Source: an optimization exercise on an open RTL-to-GDS flow (aim: small area, a short achievable clock period and few clock cycles per item). Production flows keep margins and buffers that such runs may drop. Where RTL was checked, it was by simulation tests only, not by an equivalence proof against the original. Power figures rest on the tool's default switching activity, not on a simulated workload.

harbor:
## mem_ctrl_top
module mem_ctrl_top #(
	parameter int REQ_DEPTH  = 4,
	parameter int RESP_DEPTH = 4
) (
	input  logic                          clk,
	input  logic                          rst,
	input  mem_ctrl_pkg::mem_req_t        req_i,
	input  logic                          req_wr_i,
	output logic                          req_full_o,
	output mem_ctrl_pkg::mem_resp_t       resp_o,
	output logic                          resp_valid_o,
	input  logic                          resp_rd_i,
	output mem_ctrl_pkg::bus_req_t        bus_o,
	input  logic                          ack_i,
	input  logic [mem_ctrl_pkg::DWID-1:0] dat_i
);
	logic [31:0] seg_base;
	logic [31:0] seg_limit;
	logic        st_v;       
	logic        st_cyc;     
	logic        st_ovf;     
	logic        st_rv;      
	logic        st_we;      
	logic [7:0]  st_sel;     
	logic [7:0]  st_loh;     
	logic        st_zx;      
	logic        st_flt;     
	logic [1:0]  st_sz;
	logic [3:0]  st_tid;
	logic [31:0] st_adr;     
	logic [63:0] st_dat;     
	logic        r_v;
	logic        r_flt;
	logic [3:0]  r_tid;
	logic [63:0] r_res;
	logic [31:0] r_bad;
	logic rfree;
	logic leave;
	logic acc;
	logic ack;
	assign ack        = st_cyc & ack_i;
	assign rfree      = ~r_v | resp_rd_i;
	assign leave      = st_v & (~st_cyc | ack_i) & rfree;
	assign req_full_o = (st_cyc & ~ack_i) | (st_rv & ~resp_rd_i);
	assign acc        = req_wr_i & ~req_full_o;
	logic st_load;
	logic dat_hold;
	logic dat_catch;
	assign st_load   = ~req_full_o;
	assign dat_hold  = (st_we & ~ack_i) | (st_ovf & ~rfree);
	assign dat_catch = st_cyc & ~rfree;
	logic st_v_n;
	logic r_v_n;
	assign st_v_n = acc | (st_v & ~leave);
	assign r_v_n  = leave | (r_v & ~resp_rd_i);
	logic [1:0]  q_fn;
	logic [1:0]  q_sz;
	logic [31:0] q_adr;
  ...
==> flow/config.mk <==
export PLATFORM = sky130hd
export DESIGN_NAME = mem_ctrl_top
export DESIGN_NICKNAME = mem_ctrl_top
export VERILOG_FILES = /design/flow/design.v
export SDC_FILE = /design/flow/constraint.sdc
export NUM_CORES = 4
export LEC_CHECK = 0
export ABC_AREA = 1
export CAP_MARGIN = 20
export CORE_MARGIN = 2
export CORE_UTILIZATION = 45
export CTS_CLUSTER_DIAMETER = 80
export CTS_CLUSTER_SIZE = 30
export SETUP_SLACK_MARGIN = 2.0
export SLEW_MARGIN = 20
export TNS_END_PERCENT = 0
==> flow/constraint.sdc <==
create_clock -name core_clock -period 4.0 [get_ports {clk}]
set_input_delay 0.8000 -clock core_clock [delete_from_list [all_inputs] [get_ports {clk}]]
set_output_delay 0.8000 -clock core_clock [all_outputs]
set_load 0.01 [all_outputs]
standard.sh (not shown) runs the stock make flow with config.mk's settings and CLKGATE_MAP_FILE= SYNTH_SCRIPT=/design/flow/synth_recipe.tcl, a recipe that flattens the netlist after the stock synthesis.
==> flow/flow/run.sh <==
#!/bin/bash
# standard layout, with plain buf_1 cells as the port buffers instead of the
# default delay buffers; each step's own log is kept by ORFS under orfs/logs
set -euo pipefail
export BUFFER_PORTS_ARGS="-buffer_cell sky130_fd_sc_hd__buf_1"
bash standard.sh MATCH_CELL_FOOTPRINT=0 finish > standard_make.log 2>&1
harbor: all stages complete, timing, DRC and antenna checks passed
Testbench counts of harbor, summed over its fixed seeds: cycles 10,823, items 3,200.
## Diff of input files: quartz against harbor
Settings: a deleted CTS_CLUSTER_DIAMETER that had been 80; a deleted CTS_CLUSTER_SIZE that had been 30; a change of CORE_UTILIZATION from 45 to 40.
Results
- quartz against harbor: setup slack grew by 0.028 ns; post-route cell area grew by 590 um2; final worst-path cycle share shrank by 0.71 points.
- Taking harbor as the reference point, the net switching power of quartz rises by 110 uW.
- On worst slack on hold paths, quartz does better than harbor.
## Diff of input files: pepper against quartz
Settings: an added PLACE_DENSITY of 0.65; a change of CORE_UTILIZATION from 40 to 55.
==> comparison <==
pepper vs quartz — register-to-register slack rose 0.04 ns. Combinational fraction of design power ended up 1.4 points higher on pepper than on quartz. NOTE area of placed instances quartz->pepper decreased slightly. Diff quartz -> pepper: relative slew slack now smaller; met3 wirelength from detailed routing increased 62%. Post-route fraction of the period consumed by the critical path was higher in the run labelled quartz. pepper vs quartz, data-path buffer share of cell area in the final layout went up by 0.66 points.
--- input diff pepper..indigo ---
Settings: CTS_CLUSTER_SIZE: unset -> 24; PLACE_DENSITY: 0.65 -> unset; CORE_UTILIZATION: 55 -> 40; CTS_CLUSTER_DIAMETER: unset -> 60.
Results
[indigo vs pepper] overall global routing resource usage: lower in indigo
Compared with pepper, indigo shows a non-clock buffer count that is 4.3% lower.
Against pepper, indigo reports a minimum clock period after layout that is higher.
The CTS buffer count of indigo falls short of that of pepper by 1.
pepper → indigo: number of placement rows increased by 11 relative to the old numbers; leakage component of the power -about 1.1%; clock buffer instance count of the final layout picked up an extra 2.9%; area of the die increased 37%.
indigo — starting density of the core 15 points lower, pepper as reference
indigo vs pepper — met2 track demand over resource in global routing dropped 12 points.

========
run A:
The RTL this note starts from:
==> flow/design.v <==
package mem_ctrl_pkg;
	localparam int AWID  = 32;        
	localparam int DWID  = 64;        
	localparam int TID_W = 4;         
	localparam int SEL_W = DWID / 8;  
	typedef enum logic [1:0] {
		FN_LOAD   = 2'd0,   
		FN_LOADZ  = 2'd1,   
		FN_STORE  = 2'd2,
		FN_SETSEG = 2'd3    
	} mem_func_e;
	typedef enum logic [1:0] {
		SZ_B = 2'd0,   
		SZ_W = 2'd1,   
		SZ_T = 2'd2,   
		SZ_O = 2'd3    
	} mem_size_e;
	typedef enum logic [7:0] {
		FLT_NONE = 8'h00,
		FLT_SGB  = 8'h31   
	} fault_e;
	typedef struct packed {
		logic [AWID-1:0] base;
		logic [AWID-1:0] limit;
	} seg_desc_t;
	typedef union packed {
		logic [DWID-1:0] sdat;
		seg_desc_t       desc;
	} req_payload_u;
	typedef struct packed {
		logic [TID_W-1:0] tid;
		mem_func_e        func;
		mem_size_e        size;
		logic [AWID-1:0]  adr;       
		req_payload_u     payload;
	} mem_req_t;
	typedef struct packed {
		logic [TID_W-1:0] tid;
		fault_e           cause;
		logic [DWID-1:0]  res;
		logic [AWID-1:0]  bad_addr;
	} mem_resp_t;
	typedef struct packed {
		logic             cyc;
		logic             stb;
		logic             we;
		logic [SEL_W-1:0] sel;
		logic [AWID-1:0]  adr;
		logic [DWID-1:0]  dat;
	} bus_req_t;
endpackage
`timescale 1ns/1ps
module load_align (
	input  logic [mem_ctrl_pkg::DWID-1:0] rdata_i,
	input  logic [2:0]                    lane_i,
	input  mem_ctrl_pkg::mem_size_e       size_i,
	input  logic                          zext_i,
	output logic [mem_ctrl_pkg::DWID-1:0] res_o
);
	logic [7:0]  b0;
	logic [7:0]  b1;
	logic [15:0] b23;
	logic        fill;
	assign b0  = rdata_i[{lane_i, 3'b000} +: 8];
	assign b1  = rdata_i[{lane_i[2:1], 4'b1000} +: 8];
	assign b23 = rdata_i[{lane_i[2], 5'b10000} +: 16];
	always_comb begin
		case (size_i)
		mem_ctrl_pkg::SZ_B: fill = b0[7] & ~zext_i;
		mem_ctrl_pkg::SZ_W: fill = b1[7] & ~zext_i;
		default:            fill = b23[15] & ~zext_i;
		endcase
		case (size_i)
		mem_ctrl_pkg::SZ_B: res_o = {{56{fill}}, b0};
		mem_ctrl_pkg::SZ_W: res_o = {{48{fill}}, b1, b0};
		mem_ctrl_pkg::SZ_T: res_o = {{32{fill}}, b23, b1, b0};
		default:            res_o = {rdata_i[63:32], b23, b1, b0};
		endcase
	end
endmodule
`timescale 1ns/1ps
module mem_ctrl_top #(
	parameter int REQ_DEPTH  = 4,
	parameter int RESP_DEPTH = 4
) (
	input  logic                          clk,
	input  logic                          rst,
	input  mem_ctrl_pkg::mem_req_t        req_i,
	input  logic                          req_wr_i,
	output logic                          req_full_o,
	output mem_ctrl_pkg::mem_resp_t       resp_o,
	output logic                          resp_valid_o,
	input  logic                          resp_rd_i,
	output mem_ctrl_pkg::bus_req_t        bus_o,
	input  logic                          ack_i,
	input  logic [mem_ctrl_pkg::DWID-1:0] dat_i
);
	logic [31:0] seg_base;
	logic [31:0] seg_limit;
	logic        st_v;       
	logic        st_cyc;     
	logic        st_we;      
	logic        st_ld;      
	logic        st_zx;      
	logic        st_flt;     
	logic [1:0]  st_sz;
	logic [3:0]  st_tid;
	logic [31:0] st_adr;     
	logic [63:0] st_dat;     
	logic        r_v;
	logic        r_flt;
	logic [3:0]  r_tid;
	logic [63:0] r_dat;      
	logic rfree;
	logic leave;
	logic acc;
	logic ack;
	assign ack        = st_cyc & ack_i;
	assign rfree      = ~r_v | resp_rd_i;
	assign leave      = st_v & (~st_cyc | ack_i) & rfree;
	assign req_full_o = st_v & ~leave;
	assign acc        = req_wr_i & ~req_full_o;
	logic [1:0]  q_fn;
	logic [1:0]  q_sz;
	logic [31:0] q_adr;
	logic [63:0] q_pay;
	logic        q_set;
	logic        q_over;
	logic [31:0] q_reloc;
	logic [2:0]  q_lo;
	logic [63:0] q_rep;
	assign q_fn    = req_i.func;
	assign q_sz    = req_i.size;
	assign q_adr   = req_i.adr;
	assign q_pay   = req_i.payload;
	assign q_set   = (q_fn == mem_ctrl_pkg::FN_SETSEG);
	assign q_over  = q_adr > seg_limit;
	assign q_reloc = seg_base + q_adr;
	always_comb begin
		case (q_sz)
		mem_ctrl_pkg::SZ_B: q_lo = 3'b000;
		mem_ctrl_pkg::SZ_W: q_lo = 3'b001;
		mem_ctrl_pkg::SZ_T: q_lo = 3'b011;
		default:            q_lo = 3'b111;
		endcase
	end
	always_comb begin
		for (int k = 0; k < 8; k++) begin
			case (q_sz)
			mem_ctrl_pkg::SZ_B: q_rep[8*k +: 8] = q_pay[7:0];
			mem_ctrl_pkg::SZ_W: q_rep[8*k +: 8] = q_pay[8*(k % 2) +: 8];
			mem_ctrl_pkg::SZ_T: q_rep[8*k +: 8] = q_pay[8*(k % 4) +: 8];
			default:            q_rep[8*k +: 8] = q_pay[8*k +: 8];
			endcase
		end
	end
	always_ff @(posedge clk) begin
		if (rst) begin
			seg_base  <= '0;
			seg_limit <= '1;
			st_v      <= 1'b0;
			st_cyc    <= 1'b0;
			r_v       <= 1'b0;
		end else begin
			if (acc && q_set)
				{seg_base, seg_limit} <= q_pay;
			if (acc) begin
				st_v   <= 1'b1;
				st_cyc <= ~q_set & ~q_over;
			end else begin
				if (leave)
					st_v <= 1'b0;
				if (ack_i)
					st_cyc <= 1'b0;
			end
			r_v <= leave | (r_v & ~resp_rd_i);
		end
	end
	always_ff @(posedge clk) begin
		if (acc) begin
			st_tid <= req_i.tid;
			st_sz  <= q_sz;
			st_we  <= (q_fn == mem_ctrl_pkg::FN_STORE);
			st_ld  <= ~q_fn[1] & ~q_over;
			st_zx  <= (q_fn == mem_ctrl_pkg::FN_LOADZ);
			st_flt <= ~q_set & q_over;
			st_adr <= q_over ? q_adr : {q_reloc[31:3], q_reloc[2:0] & ~q_lo};
			st_dat <= q_rep;
		end else if (ack) begin
			st_dat <= dat_i;
		end
	end
	logic [63:0] ld_res;
	load_align u_align (
		.rdata_i (st_cyc ? dat_i : st_dat),
		.lane_i  (st_adr[2:0]),
		.size_i  (mem_ctrl_pkg::mem_size_e'(st_sz)),
		.zext_i  (st_zx),
		.res_o   (ld_res)
	);
	always_ff @(posedge clk) begin
		if (leave) begin
			r_tid <= st_tid;
			r_flt <= st_flt;
			r_dat[63:32] <= st_ld ? ld_res[63:32] : '0;
			r_dat[31:0]  <= st_ld ? ld_res[31:0] : st_flt ? st_adr : '0;
		end
	end
	assign resp_valid_o    = r_v;
	assign resp_o.tid      = r_tid;
	assign resp_o.cause    = r_flt ? mem_ctrl_pkg::FLT_SGB : mem_ctrl_pkg::FLT_NONE;
	assign resp_o.res      = {r_dat[63:32], r_flt ? 32'h0 : r_dat[31:0]};
	assign resp_o.bad_addr = r_flt ? r_dat[31:0] : 32'h0;
	logic [7:0] sel;
	always_comb begin
		for (int k = 0; k < 8; k++)
			sel[k] = st_cyc & ((st_sz == 2'd3)
				| ((k[2] == st_adr[2]) & ((st_sz == 2'd2)
				| ((k[1] == st_adr[1]) & ((st_sz == 2'd1)
				| (k[0] == st_adr[0]))))));
	end
	assign bus_o.cyc = st_cyc;
	assign bus_o.stb = st_cyc;
	assign bus_o.we  = st_cyc & st_we;
	assign bus_o.sel = sel;
	assign bus_o.adr = st_adr;
	assign bus_o.dat = st_dat;
endmodule
==> flow/config.mk <==
export PLATFORM = sky130hd
export DESIGN_NAME = mem_ctrl_top
export DESIGN_NICKNAME = mem_ctrl_top
export VERILOG_FILES = /design/flow/design.v
export SDC_FILE = /design/flow/constraint.sdc
export NUM_CORES = 4
export LEC_CHECK = 0
export ABC_CLOCK_PERIOD_IN_PS = 1500
export CAP_MARGIN = 20
export CORE_MARGIN = 2
export CORE_UTILIZATION = 40
export SETUP_SLACK_MARGIN = 1.8
export SLEW_MARGIN = 20
==> flow/constraint.sdc <==
create_clock -name core_clock -period 4.0 [get_ports {clk}]
set_input_delay 0.8000 -clock core_clock [delete_from_list [all_inputs] [get_ports {clk}]]
set_output_delay 0.8000 -clock core_clock [all_outputs]
set_load 0.01 [all_outputs]
Scripts as last shown in full above: flow/flow/run.sh
[inputs] run B vs run A
==> flow/flow/run.sh <==
#!/bin/bash
# standard layout, with plain buf_1 cells as the port buffers instead of the
# default delay buffers, and adders left to abc instead of the adder cells;
# make's output goes to standard_make.log, each step's log to orfs/logs
set -euo pipefail
export BUFFER_PORTS_ARGS="-buffer_cell sky130_fd_sc_hd__buf_1"
bash standard.sh MATCH_CELL_FOOTPRINT=0 ADDER_MAP_FILE= finish > standard_make.log 2>&1
--- a/flow/config.mk
+++ b/flow/config.mk
@@ -7,3 +7,2 @@
 export LEC_CHECK = 0
-export ABC_CLOCK_PERIOD_IN_PS = 1500
 export CAP_MARGIN = 20
--- outcome ---
- Quantity of I/O buffers inserted on ports came out exactly the same in run A and run B.
- Run B vs run A — global-route usage dropped 2.4 points.
- Largest family of logic cells by synthesized area = simple AND/OR/NAND/NOR gates: run B; largest family of logic cells by synthesized area = compound AO/OA/AOI/OAI gates: run A
- In run B, the total wire length came out about 4.3% below the value in run A.
- Compared with run A, run B shows a lower via count of the first global-routing pass.
- Layout clock buffer count: lower on run B
- Run B against run A; multi-input combinational gate total is up by a few percent.
- Compared with run A, run B degrades clock period minus final worst setup slack.
- NOTE: sequential-to-total area share from yosys stat in run B falls short of that of run A
--- input diff run B..run C ---
==> flow/flow/run.sh <==
#!/bin/bash
# standard layout, with plain buf_1 cells as the port buffers instead of the
# default delay buffers; each step's own log is kept by ORFS under orfs/logs
set -euo pipefail
export BUFFER_PORTS_ARGS="-buffer_cell sky130_fd_sc_hd__buf_1"
bash standard.sh MATCH_CELL_FOOTPRINT=0 finish > standard_make.log 2>&1
--- a/flow/config.mk
+++ b/flow/config.mk
@@ -12 +12,2 @@
 export SLEW_MARGIN = 20
+export TNS_END_PERCENT = 0
==> comparison <==
- NOTE number of tap cells inserted run B->run C decreased slightly
- On run C: total power is 510 uW lower than what run B gave.
- Total power per unit cell area: run C vs run B up about 7%
- In run C the maximum frequency turned out 0.047 GHz higher than in run B.
What run D does differently from run C at the input level:
--- a/flow/config.mk
+++ b/flow/config.mk
@@ -7,2 +7,3 @@
 export LEC_CHECK = 0
+export ABC_CLOCK_PERIOD_IN_PS = 1000
 export CAP_MARGIN = 20
@@ -12,2 +13 @@
 export SLEW_MARGIN = 20
-export TNS_END_PERCENT = 0
==> run notes <==
- Of run D and run C, it is run D that has the higher number of gates resized after cts.
- Taking run C as the reference, in run D number of detailed-routing iterations run before antenna repair -2, slack of the critical path has increased, peak supply drop up 8.9%.
- On achievable frequency, run D and run C are neck and neck.
- On run D: number of post-CTS setup repair buffers is 44 higher than what run C gave.
- Looking at highest fanout seen on the critical path, run D sits 11 lower than run C does.
- On met1 wire length: between run D and run C, it ends up lower for run C.
- Compared to run C, run D has slew of the pin with the lowest slew margin 0.13 ns higher.
No run of this note included a check of the RTL's function; only the layout flow was run.

## afterwards: timing with drivers on the ports
The flow's constraints put no driver on any port. The routed layouts listed below were extracted and timed again, unchanged, in two steps. Step 1, drivers: a clkbuf_16 drives clk and a buf_2 each remaining input, both assumed. Step 2, shift: input delay + t, output delay - t, t = (earliest + latest rising clock arrival at the registers) / 2. This alone moves slack from input paths to output paths. a / b / c = ideal ports / drivers / drivers and shift; a / b = the first two.
run	shift t [ns]	slack for setup (ns)	slew at the worst register clock pin (ns)
harbor	0.591	1.715 / 1.717 / 1.125	0.11 / 0.11
quartz	0.595	1.744 / 1.744 / 1.196	0.07 / 0.07
pepper	0.623	1.785 / 1.756 / 1.176	0.07 / 0.07
indigo	0.647	1.760 / 1.752 / 1.104	0.08 / 0.08
run A	0.625	1.179 / 1.205 / 0.581	0.06 / 0.06
run B	0.641	0.738 / 0.759 / 0.119	0.06 / 0.06
run C	0.627	1.175 / 1.120 / 0.593	0.07 / 0.07
run D	0.625	1.179 / 1.205 / 0.581	0.06 / 0.06
After both steps setup and hold are still met in every run listed. For indigo, which loses most, drivers alone change the setup slack by -0.008 ns; drivers and shift together by -0.656 ns.
